What follows belongs to an exercise in optimizing a design on an open flow for small area and a short achievable clock period; a production flow would make more cautious choices. The RTL was checked by simulation tests, not by an equivalence proof against the original design. Power and IR drop assume default switching activity.

==> inputs of run H <==
==> flow/design.v <==
package iob_plic2_pkg;
  localparam logic [31:0] CONFIG_VAL = 32'h0704_0040;
endpackage
module iob_plic2_gateway (
  input  logic clk,
  input  logic rst,
  input  logic src,
  input  logic el,
  input  logic keep,       
  input  logic sw_set,
  input  logic claim,
  input  logic complete,
  output logic ip,
  output logic inservice
);
  logic       src_q;
  logic       is_q;
  logic [3:0] cnt;
  logic       e;
  logic       up;
  logic       dn;
  logic [3:0] tg;
  assign e  = (src & ~src_q) | sw_set;
  assign up = e & ~claim & ~cnt[3];
  assign dn = claim & ~e;
  assign tg[0] = up | dn;
  assign tg[1] = (up & cnt[0]) | (dn & ~cnt[0]);
  assign tg[2] = (up & cnt[0] & cnt[1]) | (dn & ~cnt[0] & ~cnt[1]);
  assign tg[3] = (up & cnt[0] & cnt[1] & cnt[2]) | (dn & ~cnt[0] & ~cnt[1] & ~cnt[2]);
  always_ff @(posedge clk) begin
    src_q <= src;
    is_q  <= ~rst & (claim | (is_q & ~complete));
    cnt   <= {4{keep}} & (cnt ^ tg);
  end
  assign ip        = ~is_q & ((|cnt) | (~el & src_q));
  assign inservice = is_q;
endmodule
module iob_plic2
#(
  parameter int unsigned ADDR_W            = 16,
  parameter int unsigned DATA_W            = 32,
  parameter int unsigned SOURCES           = 64,
  parameter int unsigned TARGETS           = 4,
  parameter int unsigned PRIORITIES        = 8,
  parameter int unsigned MAX_PENDING_COUNT = 8
) (
  input  logic                clk,
  input  logic                rst,
  input  logic                valid,
  input  logic [ADDR_W-1:0]   address,
  input  logic [DATA_W-1:0]   wdata,
  input  logic [DATA_W/8-1:0] wstrb,
  output logic [DATA_W-1:0]   rdata,
  output logic                ready,
  input  logic [SOURCES-1:0]  src,
  output logic [TARGETS-1:0]  irq
);
  logic [64:1] el_r;
  logic [64:1] ie_r   [4];
  logic [2:0]  prio_r [1:64];
  logic [2:0]  thr_r  [4];
  logic [6:0]  id_q   [4];
  logic [31:0] rdata_q;
  logic        ready_q;
  logic        rst_q;      
  logic [3:0]  irq_q;
  logic [64:1] gw_ip;
  logic [64:1] gw_is;
  logic        is_wr;
  logic        wr;
  logic        rd;
  logic        a_ok;
  logic        sel_cfg, sel_el, sel_ip, sel_pr, sel_ie, sel_ctx, sel_thr, sel_clm;
  logic [2:0]  wsel;       
  logic [3:0]  tsel_ie;    
  logic [3:0]  tsel_ctx;   
  logic [64:1] psel;       
  logic [3:0]  bsel;
  logic [31:0] wd;
  assign is_wr = |wstrb;
  assign wr    = valid & is_wr;
  assign rd    = valid & ~is_wr;
  assign a_ok  = (address[1:0] == 2'b00);
  assign sel_cfg = (address == 16'h0000);
  assign sel_el  = a_ok & (address[15:8] == 8'h01) & (address[7:4] == 4'h0);
  assign sel_ip  = a_ok & (address[15:8] == 8'h02) & (address[7:4] == 4'h0);
  assign sel_pr  = a_ok & (address[15:10] == 6'b000001) & ~address[9];
  assign sel_ie  = a_ok & (address[15:11] == 5'b00010) & (address[10:9] == 2'b00) &
                   (address[6:4] == 3'b000);
  assign sel_ctx = a_ok & (address[15:8] == 8'h20) & (address[7:6] == 2'b00);
  assign sel_thr = sel_ctx & (address[3:2] == 2'b00);
  assign sel_clm = sel_ctx & (address[3:2] == 2'b01);
  always_comb begin
    for (int w = 0; w < 3; w++) wsel[w] = (address[3:2] == 2'(w));
    for (int t = 0; t < 4; t++) begin
      tsel_ie[t]  = (address[8:7] == 2'(t));
      tsel_ctx[t] = (address[5:4] == 2'(t));
    end
    for (int i = 1; i <= 64; i++) psel[i] = (address[8:2] == 7'(i));
  end
  assign wd   = wdata & {32{~rst}};
  assign bsel = wstrb;
  logic [8:0]  pd_hi_t [4];
  logic [7:0]  pd_lo_t [4];
  logic [8:0]  pd_hi;
  logic [7:0]  pd_lo;
  logic [8:0]  wd_hi;
  logic [7:0]  wd_lo;
  logic [6:0]  id_sel;
  logic        claim_g;
  logic        comp_g;
  logic [64:1] claim_v;
  logic [64:1] comp_v;
  logic        claim_ok;
  always_comb begin
    for (int t = 0; t < 4; t++) begin
      for (int h = 0; h < 9; h++) pd_hi_t[t][h] = (id_q[t][6:3] == 4'(h));
      for (int l = 0; l < 8; l++) pd_lo_t[t][l] = (id_q[t][2:0] == 3'(l));
    end
    pd_hi  = '0;
    pd_lo  = '0;
    id_sel = '0;
    for (int t = 0; t < 4; t++) begin
      pd_hi  |= {9{tsel_ctx[t]}} & pd_hi_t[t];
      pd_lo  |= {8{tsel_ctx[t]}} & pd_lo_t[t];
      id_sel |= {7{tsel_ctx[t]}} & id_q[t];
    end
    for (int h = 0; h < 9; h++) wd_hi[h] = (wdata[6:3] == 4'(h));
    for (int l = 0; l < 8; l++) wd_lo[l] = (wdata[2:0] == 3'(l));
  end
  assign claim_g = rd & sel_clm & ~rst_q;
  assign comp_g  = wr & sel_clm & ~wdata[7];
  always_comb begin
    for (int i = 1; i <= 64; i++) begin
      claim_v[i] = claim_g & gw_ip[i] & pd_hi[i / 8] & pd_lo[i % 8];
      comp_v[i]  = comp_g & wd_hi[i / 8] & wd_lo[i % 8];
    end
  end
  assign claim_ok = |claim_v;
  logic [64:1] el_we;
  logic [64:1] el_wd;
  logic [64:1] el_keep;
  logic [64:1] sw_set;
  always_comb begin
    for (int i = 1; i <= 64; i++) begin
      el_we[i]  = wr & sel_el & wsel[i / 32] & bsel[(i % 32) / 8];
      el_wd[i]  = wdata[i % 32];
      el_keep[i] = el_r[i] & ~((rst | el_we[i]) & (rst | ~el_wd[i]));
      sw_set[i] = wr & sel_ip & wsel[i / 32] & bsel[(i % 32) / 8] & wdata[i % 32];
    end
  end
  always_ff @(posedge clk) begin
    for (int i = 1; i <= 64; i++) begin
      if (el_we[i] || rst) el_r[i] <= wd[i % 32];
      if ((wr && sel_pr && psel[i] && wstrb[0]) || rst) prio_r[i] <= wd[2:0];
    end
    for (int t = 0; t < 4; t++) begin
      for (int i = 1; i <= 64; i++)
        if ((wr && sel_ie && tsel_ie[t] && wsel[i / 32] && bsel[(i % 32) / 8]) || rst)
          ie_r[t][i] <= wd[i % 32];
      if ((wr && sel_thr && tsel_ctx[t] && wstrb[0]) || rst) thr_r[t] <= wd[2:0];
    end
  end
  logic [64:1] p2, p1, p0;
  logic [6:0]  arb_id [4];
  logic [3:0]  arb_win;
  always_comb begin
    for (int i = 1; i <= 64; i++) begin
      p2[i] = prio_r[i][2];
      p1[i] = prio_r[i][1];
      p0[i] = prio_r[i][0];
    end
  end
  function automatic logic [6:0] ffs64(input logic [63:0] v);
    logic [63:0] vl [7];
    logic [5:0]  ix [7][64];
    vl[0] = v;
    vl[0][0] = 1'b0;
    for (int j = 0; j < 64; j++) ix[0][j] = '0;
    for (int l = 1; l <= 6; l++) begin
      vl[l] = '0;
      for (int j = 0; j < 64; j++) ix[l][j] = '0;
      for (int j = 0; j < (64 >> l); j++) begin
        vl[l][j] = vl[l-1][2*j] | vl[l-1][2*j+1];
        ix[l][j] = vl[l-1][2*j] ? ix[l-1][2*j] : (ix[l-1][2*j+1] | 6'(1 << (l-1)));
      end
    end
    ffs64 = {vl[6][0], ix[6][0]};
  endfunction
  for (genvar t = 0; t < 4; t++) begin : g_arb
    logic [64:1] c, m2, m1, m0;
    logic        a2, a1, a0;
    logic        win;
    logic [6:0]  lo;
    assign c  = gw_ip & ie_r[t];
    assign a2 = |(c & p2);
    assign m2 = c & (p2 | {64{~a2}});
    assign a1 = |(m2 & p1);
    assign m1 = m2 & (p1 | {64{~a1}});
    assign a0 = |(m1 & p0);
    assign m0 = m1 & (p0 | {64{~a0}});
    assign win = ({a2, a1, a0} > thr_r[t]);
    assign arb_win[t] = win;
    assign lo  = ffs64({m0[63:1], 1'b0});
    assign arb_id[t] = ~win  ? 7'd0 :
                       lo[6] ? {1'b0, lo[5:0]} : 7'd64;
  end
  logic [31:0] rd_data;
  always_comb begin
    logic [31:0] ipw [3];
    logic [31:0] elw [3];
    logic [31:0] iew [4][3];
    ipw[0] = {gw_ip[31:1], 1'b0};
    ipw[1] = gw_ip[63:32];
    ipw[2] = {31'd0, gw_ip[64]};
    elw[0] = {el_r[31:1], 1'b0};
    elw[1] = el_r[63:32];
    elw[2] = {31'd0, el_r[64]};
    for (int t = 0; t < 4; t++) begin
      iew[t][0] = {ie_r[t][31:1], 1'b0};
      iew[t][1] = ie_r[t][63:32];
      iew[t][2] = {31'd0, ie_r[t][64]};
    end
    rd_data = {32{sel_cfg}} & iob_plic2_pkg::CONFIG_VAL;
    for (int w = 0; w < 3; w++) begin
      rd_data |= {32{sel_el & wsel[w]}} & elw[w];
      rd_data |= {32{sel_ip & ~rst_q & wsel[w]}} & ipw[w];
      for (int t = 0; t < 4; t++)
        rd_data |= {32{sel_ie & tsel_ie[t] & wsel[w]}} & iew[t][w];
    end
    for (int i = 1; i <= 64; i++)
      rd_data[2:0] |= {3{sel_pr & psel[i]}} & prio_r[i];
    for (int t = 0; t < 4; t++)
      rd_data[2:0] |= {3{sel_thr & tsel_ctx[t]}} & thr_r[t];
    rd_data[6:0] |= {7{claim_ok}} & id_sel;
  end
  always_ff @(posedge clk) begin
    ready_q <= valid & ~rst;
    rst_q   <= rst;
    rdata_q <= rd_data;
    for (int t = 0; t < 4; t++) begin
      id_q[t]  <= arb_id[t];
      irq_q[t] <= arb_win[t] & ~rst;
    end
  end
  assign rdata = rdata_q;
  assign ready = ready_q;
  assign irq = irq_q;
  for (genvar g = 1; g <= 64; g++) begin : g_gw
    iob_plic2_gateway u_gw (
      .clk      (clk),
      .rst      (rst),
      .src      (src[g-1]),
      .el       (el_r[g]),
      .keep     (el_keep[g]),
      .sw_set   (sw_set[g]),
      .claim    (claim_v[g]),
      .complete (comp_v[g]),
      .ip       (gw_ip[g]),
      .inservice(gw_is[g])
    );
  end
endmodule
==> flow/flow/run.sh <==
#!/bin/bash
# Own layout flow: the standard flow (standard.sh) with
#  - synthesis mapped by ABC with an area-oriented script (flow/synth.tcl),
#  - small port buffers instead of delay cells,
#  - CTS without dummy loads, with clkbuf_8 buffers,
#  - timing repair aimed at the input/output paths (setup margin), which
#    otherwise have ~90 ns of slack and get no sizing at all.
# Each tool's output goes to the ORFS logs; make's output goes to flow_make.log here.
set -euo pipefail
W=$PWD
export OWN_ABC_SCRIPT=$W/flow/abc.script
bash standard.sh \
  SYNTH_SCRIPT=$W/flow/synth.tcl \
  ABC_AREA=1 \
  "BUFFER_PORTS_ARGS=-buffer_cell sky130_fd_sc_hd__buf_2" \
  "CTS_ARGS=-sink_clustering_enable -repair_clock_nets -dont_use_dummy_load -buf_list sky130_fd_sc_hd__clkbuf_8" \
  finish > $W/flow_make.log 2>&1
==> flow/flow/abc.script <==
strash
&get -n
&st
&dch -f
&nf -R 1000
&put
topo
stime -c
==> flow/flow/synth.tcl <==
# synth_recipe.tcl with one change: the final technology mapping runs ABC with
# flow/abc.script (area-oriented &nf mapping) instead of ORFS's script. The
# flip-flops are mapped before ABC runs, so they are the standard synthesis's.
proc synth {args} { yosys synth -nofsm -noshare {*}$args }
proc abc {args} {
  set i [lsearch -exact $args -script]
  if { $i >= 0 } {
    set args [lreplace $args [expr { $i + 1 }] [expr { $i + 1 }] $::env(OWN_ABC_SCRIPT)]
  }
  yosys abc {*}$args
}
source $::env(SCRIPTS_DIR)/synth.tcl
# left out here: clear keep_hierarchy, flatten, clean up, hide names made inside functions, write 1_2_yosys.v
==> flow/standard.sh <==
#!/bin/bash
# synth_recipe.tcl (not shown) runs the flow's synth.tcl, then flattens the netlist and writes it again
# the make line also repeats each setting of config.mk as NAME=value (left out here)
make -C /OpenROAD-flow-scripts/flow DESIGN_CONFIG=/design/flow/config.mk WORK_HOME=/design/flow/orfs CLKGATE_MAP_FILE= SYNTH_SCRIPT=/design/flow/synth_recipe.tcl "${@:-finish}"
==> flow/config.mk <==
export PLATFORM = sky130hd
export DESIGN_NAME = iob_plic2
export DESIGN_NICKNAME = iob_plic2
export VERILOG_FILES = /design/flow/design.v
export SDC_FILE = /design/flow/constraint.sdc
export NUM_CORES = 4
export LEC_CHECK = 0
export CAP_MARGIN = 20
export CORE_MARGIN = 2
export CORE_UTILIZATION = 40
export SLEW_MARGIN = 20
==> flow/constraint.sdc <==
create_clock -name core_clock -period 120.0 [get_ports {clk}]
set_input_delay 24.0000 -clock core_clock [delete_from_list [all_inputs] [get_ports {clk}]]
set_output_delay 24.0000 -clock core_clock [all_outputs]
set_load 0.01 [all_outputs]
==> run B: changes against run H <==
--- a/flow/design.v
+++ b/flow/design.v
@@ -62,3 +62,5 @@
   logic [6:0]  id_q   [4];
-  logic [31:0] rdata_q;
+  logic [31:0] rdata_q;    
+  logic [2:0]  rdp_q;      
+  logic        cok_q;      
   logic        ready_q;
@@ -119,10 +121,8 @@
     end
-    pd_hi  = '0;
-    pd_lo  = '0;
-    id_sel = '0;
-    for (int t = 0; t < 4; t++) begin
-      pd_hi  |= {9{tsel_ctx[t]}} & pd_hi_t[t];
-      pd_lo  |= {8{tsel_ctx[t]}} & pd_lo_t[t];
-      id_sel |= {7{tsel_ctx[t]}} & id_q[t];
-    end
+    pd_hi  = (({9{tsel_ctx[0]}} & pd_hi_t[0]) | ({9{tsel_ctx[1]}} & pd_hi_t[1])) |
+             (({9{tsel_ctx[2]}} & pd_hi_t[2]) | ({9{tsel_ctx[3]}} & pd_hi_t[3]));
+    pd_lo  = (({8{tsel_ctx[0]}} & pd_lo_t[0]) | ({8{tsel_ctx[1]}} & pd_lo_t[1])) |
+             (({8{tsel_ctx[2]}} & pd_lo_t[2]) | ({8{tsel_ctx[3]}} & pd_lo_t[3]));
+    id_sel = (({7{tsel_ctx[0]}} & id_q[0]) | ({7{tsel_ctx[1]}} & id_q[1])) |
+             (({7{tsel_ctx[2]}} & id_q[2]) | ({7{tsel_ctx[3]}} & id_q[3]));
     for (int h = 0; h < 9; h++) wd_hi[h] = (wdata[6:3] == 4'(h));
@@ -145,6 +145,6 @@
     for (int i = 1; i <= 64; i++) begin
-      el_we[i]  = wr & sel_el & wsel[i / 32] & bsel[(i % 32) / 8];
+      el_we[i]  = valid & sel_el & wsel[i / 32] & bsel[(i % 32) / 8];
       el_wd[i]  = wdata[i % 32];
       el_keep[i] = el_r[i] & ~((rst | el_we[i]) & (rst | ~el_wd[i]));
-      sw_set[i] = wr & sel_ip & wsel[i / 32] & bsel[(i % 32) / 8] & wdata[i % 32];
+      sw_set[i] = valid & sel_ip & wsel[i / 32] & bsel[(i % 32) / 8] & wdata[i % 32];
     end
@@ -154,3 +154,3 @@
       if (el_we[i] || rst) el_r[i] <= wd[i % 32];
-      if ((wr && sel_pr && psel[i] && wstrb[0]) || rst) prio_r[i] <= wd[2:0];
+      if ((valid && sel_pr && psel[i] && wstrb[0]) || rst) prio_r[i] <= wd[2:0];
     end
@@ -158,5 +158,5 @@
       for (int i = 1; i <= 64; i++)
-        if ((wr && sel_ie && tsel_ie[t] && wsel[i / 32] && bsel[(i % 32) / 8]) || rst)
+        if ((valid && sel_ie && tsel_ie[t] && wsel[i / 32] && bsel[(i % 32) / 8]) || rst)
           ie_r[t][i] <= wd[i % 32];
-      if ((wr && sel_thr && tsel_ctx[t] && wstrb[0]) || rst) thr_r[t] <= wd[2:0];
+      if ((valid && sel_thr && tsel_ctx[t] && wstrb[0]) || rst) thr_r[t] <= wd[2:0];
     end
@@ -208,2 +208,5 @@
   logic [31:0] rd_data;
+  logic [2:0]  rd_prio;
+  logic [20:0] rd_terms [32];
+  logic [63:0] pr_terms [3];
   always_comb begin
@@ -223,14 +226,22 @@
     end
-    rd_data = {32{sel_cfg}} & iob_plic2_pkg::CONFIG_VAL;
-    for (int w = 0; w < 3; w++) begin
-      rd_data |= {32{sel_el & wsel[w]}} & elw[w];
-      rd_data |= {32{sel_ip & ~rst_q & wsel[w]}} & ipw[w];
-      for (int t = 0; t < 4; t++)
-        rd_data |= {32{sel_ie & tsel_ie[t] & wsel[w]}} & iew[t][w];
-    end
-    for (int i = 1; i <= 64; i++)
-      rd_data[2:0] |= {3{sel_pr & psel[i]}} & prio_r[i];
-    for (int t = 0; t < 4; t++)
-      rd_data[2:0] |= {3{sel_thr & tsel_ctx[t]}} & thr_r[t];
-    rd_data[6:0] |= {7{claim_ok}} & id_sel;
+    for (int b = 0; b < 32; b++) begin
+      rd_terms[b] = '0;
+      rd_terms[b][0] = sel_cfg & iob_plic2_pkg::CONFIG_VAL[b];
+      for (int w = 0; w < 3; w++) begin
+        rd_terms[b][1 + w] = sel_el & wsel[w] & elw[w][b];
+        rd_terms[b][4 + w] = sel_ip & ~rst_q & wsel[w] & ipw[w][b];
+        for (int t = 0; t < 4; t++)
+          rd_terms[b][7 + 3*t + w] = sel_ie & tsel_ie[t] & wsel[w] & iew[t][w][b];
+      end
+      if (b < 3)
+        for (int t = 0; t < 4; t++)
+          rd_terms[b][19] |= sel_thr & tsel_ctx[t] & thr_r[t][b];
+      if (b < 7)
+        rd_terms[b][20] = claim_g & id_sel[b];
+      rd_data[b] = |rd_terms[b];
+    end
+    for (int k = 0; k < 3; k++) begin
+      for (int i = 1; i <= 64; i++) pr_terms[k][i-1] = sel_pr & psel[i] & prio_r[i][k];
+      rd_prio[k] = |pr_terms[k];
+    end
   end
@@ -240,2 +251,4 @@
     rdata_q <= rd_data;
+    rdp_q   <= rd_prio;
+    cok_q   <= ~claim_g | claim_ok;
     for (int t = 0; t < 4; t++) begin
@@ -245,3 +258,3 @@
   end
-  assign rdata = rdata_q;
+  assign rdata = {rdata_q[31:7], rdata_q[6:0] & {7{cok_q}}} | {29'd0, rdp_q};
   assign ready = ready_q;
==> flow/flow/run.sh (replaced) <==
#!/bin/bash
# Own layout flow: the standard flow (standard.sh) with
#  - synthesis mapped by ABC with an area-oriented script (flow/synth.tcl),
#  - small port buffers (buf_2) instead of delay cells,
#  - CTS without dummy loads, clkbuf_8 buffers and larger sink clusters,
#  - timing repair run with a setup margin, so that the slowest gates on
#    the paths from the inputs get sized up (the 120 ns clock leaves them
#    ~90 ns of slack, so the standard repair never touches them).
# Each tool's output goes to the ORFS logs under orfs/logs; make's own
# output goes to flow_make.log here.
set -euo pipefail
W=$PWD
export OWN_ABC_SCRIPT=$W/flow/abc.script
bash standard.sh \
  SYNTH_SCRIPT=$W/flow/synth.tcl \
  ABC_AREA=1 \
  "BUFFER_PORTS_ARGS=-buffer_cell sky130_fd_sc_hd__buf_2" \
  "CTS_ARGS=-sink_clustering_enable -repair_clock_nets -dont_use_dummy_load -buf_list sky130_fd_sc_hd__clkbuf_8 -sink_clustering_size 12 -sink_clustering_max_diameter 60" \
  SETUP_SLACK_MARGIN=93.3 SLEW_MARGIN=10 CAP_MARGIN=10 \
  finish > $W/flow_make.log 2>&1
==> run R: changes against run H <==
--- a/flow/design.v
+++ b/flow/design.v
@@ -30,3 +30,3 @@
   always_ff @(posedge clk) begin
-    src_q <= src;
+    src_q <= src & ~rst;
     is_q  <= ~rst & (claim | (is_q & ~complete));
@@ -64,4 +64,2 @@
   logic        ready_q;
-  logic        rst_q;      
-  logic [3:0]  irq_q;
   logic [64:1] gw_ip;
@@ -102,9 +100,5 @@
   assign bsel = wstrb;
-  logic [8:0]  pd_hi_t [4];
-  logic [7:0]  pd_lo_t [4];
-  logic [8:0]  pd_hi;
-  logic [7:0]  pd_lo;
-  logic [8:0]  wd_hi;
-  logic [7:0]  wd_lo;
   logic [6:0]  id_sel;
+  logic [6:0]  dsel;
+  logic [64:1] hit;
   logic        claim_g;
@@ -115,25 +109,13 @@
   always_comb begin
-    for (int t = 0; t < 4; t++) begin
-      for (int h = 0; h < 9; h++) pd_hi_t[t][h] = (id_q[t][6:3] == 4'(h));
-      for (int l = 0; l < 8; l++) pd_lo_t[t][l] = (id_q[t][2:0] == 3'(l));
-    end
-    pd_hi  = '0;
-    pd_lo  = '0;
     id_sel = '0;
-    for (int t = 0; t < 4; t++) begin
-      pd_hi  |= {9{tsel_ctx[t]}} & pd_hi_t[t];
-      pd_lo  |= {8{tsel_ctx[t]}} & pd_lo_t[t];
-      id_sel |= {7{tsel_ctx[t]}} & id_q[t];
-    end
-    for (int h = 0; h < 9; h++) wd_hi[h] = (wdata[6:3] == 4'(h));
-    for (int l = 0; l < 8; l++) wd_lo[l] = (wdata[2:0] == 3'(l));
-  end
-  assign claim_g = rd & sel_clm & ~rst_q;
+    for (int t = 0; t < 4; t++) if (tsel_ctx[t]) id_sel = id_q[t];
+  end
+  assign dsel    = is_wr ? wdata[6:0] : id_sel;
+  assign claim_g = rd & sel_clm;
   assign comp_g  = wr & sel_clm & ~wdata[7];
   always_comb begin
-    for (int i = 1; i <= 64; i++) begin
-      claim_v[i] = claim_g & gw_ip[i] & pd_hi[i / 8] & pd_lo[i % 8];
-      comp_v[i]  = comp_g & wd_hi[i / 8] & wd_lo[i % 8];
-    end
-  end
+    for (int i = 1; i <= 64; i++) hit[i] = (dsel == 7'(i));
+  end
+  assign claim_v  = hit & gw_ip & {64{claim_g}};
+  assign comp_v   = hit & {64{comp_g}};
   assign claim_ok = |claim_v;
@@ -147,3 +129,3 @@
       el_wd[i]  = wdata[i % 32];
-      el_keep[i] = el_r[i] & ~((rst | el_we[i]) & (rst | ~el_wd[i]));
+      el_keep[i] = el_r[i] & ~rst & (~el_we[i] | el_wd[i]);
       sw_set[i] = wr & sel_ip & wsel[i / 32] & bsel[(i % 32) / 8] & wdata[i % 32];
@@ -165,3 +147,2 @@
   logic [6:0]  arb_id [4];
-  logic [3:0]  arb_win;
   always_comb begin
@@ -202,3 +183,2 @@
     assign win = ({a2, a1, a0} > thr_r[t]);
-    assign arb_win[t] = win;
     assign lo  = ffs64({m0[63:1], 1'b0});
@@ -226,3 +206,3 @@
       rd_data |= {32{sel_el & wsel[w]}} & elw[w];
-      rd_data |= {32{sel_ip & ~rst_q & wsel[w]}} & ipw[w];
+      rd_data |= {32{sel_ip & wsel[w]}} & ipw[w];
       for (int t = 0; t < 4; t++)
@@ -238,8 +218,4 @@
     ready_q <= valid & ~rst;
-    rst_q   <= rst;
     rdata_q <= rd_data;
-    for (int t = 0; t < 4; t++) begin
-      id_q[t]  <= arb_id[t];
-      irq_q[t] <= arb_win[t] & ~rst;
-    end
+    for (int t = 0; t < 4; t++) id_q[t] <= arb_id[t] & {7{~rst}};
   end
@@ -247,3 +223,5 @@
   assign ready = ready_q;
-  assign irq = irq_q;
+  for (genvar t = 0; t < 4; t++) begin : g_irq
+    assign irq[t] = |id_q[t];
+  end
   for (genvar g = 1; g <= 64; g++) begin : g_gw
==> flow/run.sh (new file) <==
#!/bin/bash
# synth_recipe.tcl (not shown) runs the flow's synth.tcl, then flattens the netlist and writes it again
# the make line also repeats each setting of config.mk as NAME=value (left out here)
make -C /OpenROAD-flow-scripts/flow DESIGN_CONFIG=/design/flow/config.mk WORK_HOME=/design/flow/orfs CLKGATE_MAP_FILE= SYNTH_SCRIPT=/design/flow/synth_recipe.tcl finish
ABC_AREA = 1   (was default)
removed: flow/flow/run.sh
removed: flow/flow/abc.script
removed: flow/flow/synth.tcl
removed: flow/standard.sh
==> run summary <==
Critical Path Max Stage Delay 1.02 ns; buffering overhead 3.69%; total design power 0.000826 W; final-layout fill cell count 13,100; status timing/DRC/antenna clean; postcts setup bufs 5; Seq area share 41.2%; seq_cells 978
# the run above: run B

==> run summary <==
Critical Path Max Stage Delay roughly 1.1 ns; buffering overhead 3.45%; postcts setup bufs 0; status timing/DRC/antenna clean; Seq area share between 40% and 50%; total design power 0.000874 W; seq_cells 974
# the run above: run H

==> run summary <==
buffering overhead 3.48%; total design power 0.00106 W; seq_cells 969; Seq area share 34.1%; status timing/DRC/antenna clean; Critical Path Max Stage Delay 0.90 ns; Top FF cell, synth edfxtp_1; Leakage Power 33.6 nW
# the run above: run R

## port drivers added, routing unchanged
Ports are ideal in the flow. The routed layouts listed here were re-timed in OpenROAD.
Step 1: set_driving_cell puts a clkbuf_16 on clk and a buf_2 on each other input, an assumption about the parent block.
Step 2, shift: input delay + t, output delay - t, t = (earliest + latest rising clock arrival at the registers) / 2. This alone moves slack from input paths to output paths.
Three values: ideal, step 1, step 2; two values: the first two.
run | shift t [ns] | slack for setup (ns) | worst data-port slew with drivers (ns)
run H | 0.974 | 91.592 / 91.614 / 90.640 | 0.09
run B | 0.952 | 93.123 / 93.167 / 92.216 | 0.14
run R | 0.885 | 90.308 / 90.375 / 89.490 | 0.09
After both steps setup and hold are still met in every run listed. For run H, which loses most, drivers alone change the setup slack by +0.022 ns; drivers and shift together by -0.952 ns.
